Source: an optimization exercise on an open RTL-to-GDS flow (aim: small area). Production flows keep margins and buffers that such runs may drop. Function was checked by simulation only, so behaviour that the tests miss may differ from the original. No driver is modelled on the clock port, so clocking that relies on it looks cheaper here than on a real chip. Power and IR drop assume default switching activity.

// xbar_bank
module xbar_bank
#(
  parameter int NUM_CHANNELS   = 2,   
  parameter int FIRST_POSITION = 0    
) (
  input  logic                    sclk,
  input  logic                    reset,
  input  logic                    enable,
  input  logic                    re,
  input  logic                    wr,
  input  logic [ADDR_BITS-1:0]    addr,
  input  logic [WORD_BITS-1:0]    data,
  output logic [WORD_BITS-1:0]    data_out,
  output logic [NUM_CHANNELS-1:0] xbar_clock,
  output logic [NUM_CHANNELS-1:0] pclk,
  output logic [NUM_CHANNELS-1:0] sin
);
==> flow/config.mk <==
export PLATFORM = sky130hd
export DESIGN_NAME = xbar_bank
export DESIGN_NICKNAME = xbar_bank
export VERILOG_FILES = /design/flow/design.v
export SDC_FILE = /design/flow/constraint.sdc
export NUM_CORES = 4
export LEC_CHECK = 0
export CAP_MARGIN = 20
export CORE_MARGIN = 2
export CORE_UTILIZATION = 40
export SLEW_MARGIN = 20
==> flow/constraint.sdc <==
create_clock -name core_clock -period 5.0 [get_ports {sclk}]
set_input_delay 1.0000 -clock core_clock [delete_from_list [all_inputs] [get_ports {sclk}]]
set_output_delay 1.0000 -clock core_clock [all_outputs]
set_load 0.01 [all_outputs]
run.sh (not shown) runs the stock make flow with config.mk's settings and CLKGATE_MAP_FILE= SYNTH_SCRIPT=/design/flow/synth_recipe.tcl, a recipe that flattens the netlist after the stock synthesis.
The first run went through all stages and came out clean.
==> next run, changes <==
GPL_TIMING_DRIVEN = 0   (was unset)
Worst setup slack gets worse by 0.70 ns.
Routed wire length rose by roughly a tenth.
Design area rose by a few percent.
Area after synthesis does not change.
Total power rose slightly.
Hold slack gets worse by 0.0087 ns.
Core utilization rose by 1.0 points.
Via count rose by a few percent.
Non-clock buffer count rose by 219.
Clock-buffer cell count rose by 16.
==> next run, changes <==
CTS_CLUSTER_DIAMETER = 100   (was unset)
CTS_CLUSTER_SIZE = 25   (was unset)
GPL_TIMING_DRIVEN = unset   (was 0)
The changed run completed without violations; synthesized area stays the same; worst setup slack is better by 0.64 ns; first-iteration DRC count goes down by roughly a tenth; count of clock-buffer cells in the layout goes down by 108; core utilization goes down by 3.7 points; routed wire length goes down by roughly a tenth; register-to-register slack is better by 1.4 ns; worst hold slack is better by 0.016 ns; synthesized cell count does not change.
==> next run, changes <==
CTS_CLUSTER_DIAMETER = 80   (was 100)
CTS_CLUSTER_SIZE = 20   (was 25)
Result:
- register-to-register slack improves by 0.02 ns
- total power rises by about 5%
- clock skew barely changes
- final area rises by 1.2%
- worst setup slack improves by 0.063 ns


The RTL this note starts from:
==> flow/design.v <==
package xbar_pkg;
  localparam int ADDR_BITS = 19;        
  localparam int POS_BITS  = 11;        
  localparam int WORD_BITS = 16;        
  localparam int PATTERN_WORDS  = 32;   
  localparam int INDEX_BITS     = 5;    
  localparam int BIT_COUNT_BITS = 9;    
  localparam int PATTERN_BITS   = PATTERN_WORDS * WORD_BITS;
  localparam logic [2:0] REGION_COMMAND = 3'd1;
  localparam logic [7:0] REG_ID     = 8'h09;
  localparam logic [7:0] REG_STATUS = 8'h0A;
  localparam logic [WORD_BITS-1:0] ID_VALUE = 16'h7ba2;
endpackage
import xbar_pkg::*;
module xbar_regs
(
  input  logic                      sclk,
  input  logic                      reset,
  input  logic [INDEX_BITS-1:0]     wphase,       
  input  logic                      clear,        
  input  logic [PATTERN_WORDS/2-1:0] direct_hit,  
  input  logic [PATTERN_WORDS/2-1:0] late_hit,    
  input  logic [WORD_BITS-1:0]      direct_data,  
  input  logic [WORD_BITS-1:0]      late_data,    
  input  logic                      direct_we,    
  input  logic                      late_we,      
  input  logic                      wsel,         
  input  logic                      csel,         
  input  logic [INDEX_BITS-1:0]     windex,       
  input  logic [WORD_BITS-1:0]      data,
  input  logic                      busy,         
  input  logic [INDEX_BITS-1:0]     word_index,   
  input  logic [WORD_BITS-1:0]      sent,         
  output logic                      start,        
  output logic [WORD_BITS-1:0]      cur_word      
);
  logic [PATTERN_WORDS/2-1:0] we1, we2, shift;
  logic [WORD_BITS-1:0]       port_raw;
  assign we1   = {(PATTERN_WORDS/2){direct_we}} & direct_hit;
  assign we2   = {(PATTERN_WORDS/2){late_we}} & late_hit;
  assign shift = {(PATTERN_WORDS/2){!clear}} & ~we1 & ~we2;
  xbar_ring u_ring (
    .sclk       (sclk),
    .we1        (we1),
    .we2        (we2),
    .shift      (shift),
    .direct_data(direct_data),
    .late_data  (late_data),
    .port       (port_raw)
  );
  logic [INDEX_BITS-1:0] port_pos;   
  logic                  at_this;    
  logic                  at_next;    
  logic                  snoop;      
  assign port_pos  = word_index + wphase;
  assign at_this   = (port_pos == INDEX_BITS'(1));
  assign at_next   = (port_pos == INDEX_BITS'(0));
  assign snoop     = wsel && (windex == '0);
  for (genvar b = 0; b < WORD_BITS; b++) begin : g_bit
    localparam int C = WORD_BITS - 1 - b;
    always_ff @(posedge sclk) begin
      if (reset) begin
        cur_word[C] <= 1'b1;
      end else if (snoop) begin
        cur_word[C] <= !data[C];
      end else if (sent[b] ? at_next : at_this) begin
        cur_word[C] <= port_raw[C];
      end
    end
  end
  always_ff @(posedge sclk) begin
    if (reset) begin
      start <= 1'b0;
    end else begin
      if (csel) begin
        start <= (data != '0);
      end
      if (busy) begin
        start <= 1'b0;   
      end
    end
  end
endmodule
import xbar_pkg::*;
module xbar_ring
(
  input  logic                       sclk,
  input  logic [PATTERN_WORDS/2-1:0] we1,           
  input  logic [PATTERN_WORDS/2-1:0] we2,           
  input  logic [PATTERN_WORDS/2-1:0] shift,         
  input  logic [WORD_BITS-1:0]       direct_data,
  input  logic [WORD_BITS-1:0]       late_data,
  output logic [WORD_BITS-1:0]       port           
);
  logic [WORD_BITS-1:0] ring [PATTERN_WORDS];
  for (genvar j = 0; j < PATTERN_WORDS / 2; j++) begin : g_slot
    always_ff @(posedge sclk) begin
      ring[2 * j]     <= ~(({WORD_BITS{we1[j]}} & direct_data) |
                           ({WORD_BITS{we2[j]}} & late_data) |
                           ({WORD_BITS{shift[j]}} & ring[(2 * j + PATTERN_WORDS - 1) % PATTERN_WORDS]));
      ring[2 * j + 1] <= ring[2 * j];
    end
  end
  assign port = ring[0];
endmodule
import xbar_pkg::*;
module xbar_shifter
(
  input  logic                  sclk,
  input  logic                  reset,
  input  logic                  start,        
  input  logic [WORD_BITS-1:0]  cur_word,     
  output logic                  busy,
  output logic [INDEX_BITS-1:0] word_index,   
  output logic [WORD_BITS-1:0]  sent,         
  output logic                  xbar_clock,
  output logic                  pclk,
  output logic                  sin
);
  logic                      fetch;
  logic [BIT_COUNT_BITS-1:0] bit_count;
  logic [3:0]                bit_pos;
  logic                      word_done;
  logic                      last_bit;
  logic                      presenting;   
  assign bit_pos    = bit_count[3:0];
  assign word_index = bit_count[BIT_COUNT_BITS-1 -: INDEX_BITS];
  assign word_done  = &bit_pos;
  assign last_bit   = &bit_count;
  assign presenting = busy && pclk && !fetch;
  always_comb begin
    for (int b = 0; b < WORD_BITS; b++) begin
      sent[b] = presenting && ((4'(b) < bit_pos) || ((4'(b) == bit_pos) && xbar_clock));
    end
  end
  always_ff @(posedge sclk) begin
    if (reset) begin
      busy       <= 1'b0;
      fetch      <= 1'b0;
      xbar_clock <= 1'b0;
      pclk       <= 1'b1;
    end else begin
      busy       <= busy ? pclk : start;
      fetch      <= (!busy && start) || (xbar_clock && word_done && !last_bit);
      xbar_clock <= busy && pclk && !fetch && !xbar_clock;
      pclk       <= !(xbar_clock && last_bit);
    end
  end
  always_ff @(posedge sclk) begin
    if (reset) begin
      bit_count <= '0;
    end else if (xbar_clock) begin
      bit_count <= bit_count + 1'b1;   
    end
  end
  assign sin = presenting && (cur_word[~bit_pos] ^ !word_index[1]);
endmodule
import xbar_pkg::*;
module xbar_bank
#(
  parameter int NUM_CHANNELS   = 2,   
  parameter int FIRST_POSITION = 0    
) (
  input  logic                    sclk,
  input  logic                    reset,
  input  logic                    enable,
  input  logic                    re,
  input  logic                    wr,
  input  logic [ADDR_BITS-1:0]    addr,
  input  logic [WORD_BITS-1:0]    data,
  output logic [WORD_BITS-1:0]    data_out,
  output logic [NUM_CHANNELS-1:0] xbar_clock,
  output logic [NUM_CHANNELS-1:0] pclk,
  output logic [NUM_CHANNELS-1:0] sin
);
  logic [NUM_CHANNELS-1:0] cs;
  logic [NUM_CHANNELS-1:0] start;
  logic [NUM_CHANNELS-1:0] busy;
  logic [WORD_BITS-1:0]    cur_word   [NUM_CHANNELS];
  logic [WORD_BITS-1:0]    sent       [NUM_CHANNELS];
  logic [INDEX_BITS-1:0]   word_index [NUM_CHANNELS];
  logic is_cmd;
  assign is_cmd = (addr[7:5] == REGION_COMMAND);
  logic [INDEX_BITS-1:0]      wphase;       
  logic                       reset_q;      
  logic                       clear;
  logic [INDEX_BITS-1:0]      wslot;        
  logic [PATTERN_WORDS/2-1:0] direct_hit;
  logic [PATTERN_WORDS/2-1:0] late_hit;
  logic [WORD_BITS-1:0]       direct_data;
  logic [WORD_BITS-1:0]       late_data;    
  logic [INDEX_BITS-2:0]      late_slot;    
  logic [NUM_CHANNELS-1:0]    late_chan;    
  logic [NUM_CHANNELS-1:0]    wsel;
  logic                       late_kill;    
  always_ff @(posedge sclk) begin
    if (reset) begin
      wphase <= '0;
    end else begin
      wphase <= wphase + 1'b1;
    end
    reset_q <= reset;
  end
  assign clear    = reset || reset_q;
  assign wslot = addr[INDEX_BITS-1:0] + wphase;
  always_comb begin
    for (int j = 0; j < PATTERN_WORDS / 2; j++) begin
      direct_hit[j] = (wslot == INDEX_BITS'(2 * j));
      late_hit[j]   = (late_slot == (INDEX_BITS - 1)'(j));
    end
  end
  assign direct_data = data ^ {WORD_BITS{wphase[1] ^ wphase[0]}};
  always_ff @(posedge sclk) begin
    late_data <= data ^ {WORD_BITS{!wphase[1]}};
    late_slot <= wslot[INDEX_BITS-1:1] + 1'b1;
    late_chan <= wsel & {NUM_CHANNELS{!reset && wslot[0]}};
  end
  assign late_kill = |(late_chan & wsel) && !wslot[0] && (wslot[INDEX_BITS-1:1] == late_slot);
  for (genvar g = 0; g < NUM_CHANNELS; g++) begin : g_chan
    assign cs[g]   = enable && (addr[ADDR_BITS-1 -: POS_BITS] == POS_BITS'(FIRST_POSITION + g));
    assign wsel[g] = cs[g] && wr && !is_cmd;
    xbar_regs u_regs (
      .sclk     (sclk),
      .reset    (reset),
      .wphase   (wphase),
      .clear      (clear),
      .direct_hit (direct_hit),
      .late_hit   (late_hit),
      .direct_data(direct_data),
      .late_data  (late_data),
      .direct_we  (wsel[g] && !reset && !wslot[0]),
      .late_we    (late_chan[g] && !reset && !late_kill),
      .wsel     (wsel[g]),
      .csel     (cs[g] && wr && is_cmd),
      .windex   (addr[INDEX_BITS-1:0]),
      .data     (data),
      .busy     (busy[g]),
      .word_index(word_index[g]),
      .sent     (sent[g]),
      .start    (start[g]),
      .cur_word (cur_word[g])
    );
    xbar_shifter u_shifter (
      .sclk      (sclk),
      .reset     (reset),
      .start     (start[g]),
      .cur_word  (cur_word[g]),
      .busy      (busy[g]),
      .word_index(word_index[g]),
      .sent      (sent[g]),
      .xbar_clock(xbar_clock[g]),
      .pclk      (pclk[g]),
      .sin       (sin[g])
    );
  end
  logic       rd_id;
  logic [1:0] rd_status;
  logic       rd_owner;
  logic       rd_hit;
  logic       rd_chan;
  assign rd_hit  = re && (|cs);
  assign rd_chan = cs[1];
  always_ff @(posedge sclk) begin
    if (reset || !rd_hit) begin
      rd_id     <= 1'b0;
      rd_status <= '0;
    end else if (addr[7:0] == REG_STATUS) begin
      rd_id     <= 1'b0;
      rd_status <= {start[rd_chan], busy[rd_chan]};
    end else if (addr[7:0] == REG_ID) begin
      rd_id     <= 1'b1;
      rd_status <= '0;
    end else if (rd_owner != rd_chan) begin
      rd_id     <= 1'b0;
      rd_status <= '0;
    end
  end
  always_ff @(posedge sclk) begin
    rd_owner <= rd_chan;
  end
  assign data_out = ({WORD_BITS{rd_id}} & ID_VALUE) | {{(WORD_BITS - 2){1'b0}}, rd_status};
endmodule
Settings: LEC_CHECK=0, CAP_MARGIN=20, CORE_MARGIN=2, CORE_UTILIZATION=40, CTS_CLUSTER_DIAMETER=110, CTS_CLUSTER_SIZE=28, SLEW_MARGIN=20, SYNTH_HIERARCHICAL=1, SYNTH_MINIMUM_KEEP_SIZE=1000; clock period 5.0 ns.
standard.sh (not shown) runs the stock make flow with config.mk's settings and CLKGATE_MAP_FILE= SYNTH_SCRIPT=/design/flow/synth_recipe.tcl, a recipe that flattens the netlist after the stock synthesis.
==> flow/flow/run.sh <==
#!/bin/bash
# Layout flow: the standard ORFS flow (standard.sh) with two changes.
#  - The port buffers use the smallest buffer cell instead of ORFS's default
#    choice. Every input and output port still gets its own buffer.
#  - After clock tree synthesis, cells that synthesis and repair made larger
#    than timing needs are sized down again (OpenROAD's power recovery, which
#    keeps setup, slew and capacitance limits), then placement is legalized.
# Each step writes its full output to its own log in this folder.
set -euo pipefail
export BUFFER_PORTS_ARGS="-buffer_cell sky130_fd_sc_hd__buf_1"
bash standard.sh cts > standard_cts.log 2>&1
openroad -no_init -exit flow/recover.tcl > recover.log 2>&1
bash standard.sh > standard_finish.log 2>&1
==> flow/flow/recover.tcl <==
# Size cells down where timing allows, on the layout after clock tree synthesis.
set results orfs/results/$::env(FLOW_PLATFORM)/xbar_bank/base
read_liberty $::env(FLOW_HOME)/platforms/sky130hd/lib/sky130_fd_sc_hd__tt_025C_1v80.lib
read_db $results/4_cts.odb
read_sdc $results/4_cts.sdc
source $::env(FLOW_HOME)/platforms/sky130hd/setRC.tcl
set_dont_use {sky130_fd_sc_hd__probe_p_8 sky130_fd_sc_hd__probec_p_8 sky130_fd_sc_hd__lpflow_*}
estimate_parasitics -placement
report_design_area
report_worst_slack -max
repair_timing -recover_power 100 -setup_margin 0.15 -verbose
report_design_area
detailed_placement
check_placement -verbose
estimate_parasitics -placement
report_worst_slack -max
report_worst_slack -min
report_check_types -max_slew -max_capacitance -violators
write_db $results/4_cts.odb
The starting point finished with timing, DRC and antenna clean.
Change:
CORE_UTILIZATION = 55   (was 40)
The changed run finished with timing, DRC and antenna clean.
Wire length came out higher by 0.97%.
Total power rises by 0.32%.
Non-clock buffer count went up by 3.
Synthesized area is unchanged.
Utilization rises by 16 points.
Worst hold slack improves by 0.0038 ns.
Cell count came out lower by 8.3%.
Final area shrinks by 1.0%.
Die area goes down by 27%.
Sequential power barely changes.
Register-to-register slack is worse by 0.12 ns.
Change:
CORE_UTILIZATION = 40   (was 55)
CTS_CLUSTER_DIAMETER = 100   (was 110)
CTS_CLUSTER_SIZE = 25   (was 28)
First-iteration DRC count goes up by roughly a tenth.
Worst hold slack gets worse by 0.018 ns.
Setup slack gets better by 0.059 ns.
Flip-flop and latch count does not change.
Sequential share of layout area goes down by 0.92 points.
Core utilization shrinks by 16 points.
Wire length decreases slightly.
Change:
CORE_UTILIZATION = 55   (was 40)
Result: Worst setup slack degrades by 0.11 ns; critical path depth is lower by 1; sequential power barely changes; die area came out lower by 27%; final area decreases by 1.2%; core utilization is higher by 16 points; final cell count falls by 8.3%; wire length is higher by about 0.7%.

==> separate check: timing with driven ports <==
The flow's constraints put no driver on any port. The routed layouts listed below were extracted and timed again, unchanged, in two steps.
Step 1, drivers: a clkbuf_16 drives sclk and a buf_2 each remaining input, both assumed.
Step 2 adds t to the input delays and takes it off the output delays; t is the mean of the earliest and latest rising clock arrival at the registers after step 1. Input paths then give back, and output paths get back, about the clock's delay inside the block.
a / b / c = ideal / step 1 / step 2; a / b = the first two.
| run | t (ns) | slack for setup (ns) | worst register clock-pin slew, ns |
|---|---|---|---|
| the first run of note 1 | 0.723 | 0.838 / 0.884 / 0.161 | 0.07 / 0.07 |
| the second run of note 1 | 0.719 | 0.137 / 0.137 / -0.409 | 0.07 / 0.07 |
| the third run of note 1 | 0.691 | 0.772 / 0.812 / 0.121 | 0.12 / 0.12 |
| the fourth run of note 1 | 0.678 | 0.836 / 0.877 / 0.198 | 0.09 / 0.09 |
| the first run of note 2 | 0.685 | 0.383 / 0.426 / -0.259 | 0.12 / 0.12 |
| the second run of note 2 | 0.694 | 0.322 / 0.325 / -0.330 | 0.11 / 0.11 |
| the third run of note 2 | 0.685 | 0.381 / 0.419 / -0.267 | 0.11 / 0.11 |
| the fourth run of note 2 | 0.701 | 0.275 / 0.306 / -0.385 | 0.10 / 0.10 |
Met with ideal ports but missed after step 2: setup timing in 5 of these runs. The setup slack of the first run of note 1, which loses most, moves by +0.046 ns with the drivers and by -0.677 ns with both steps.
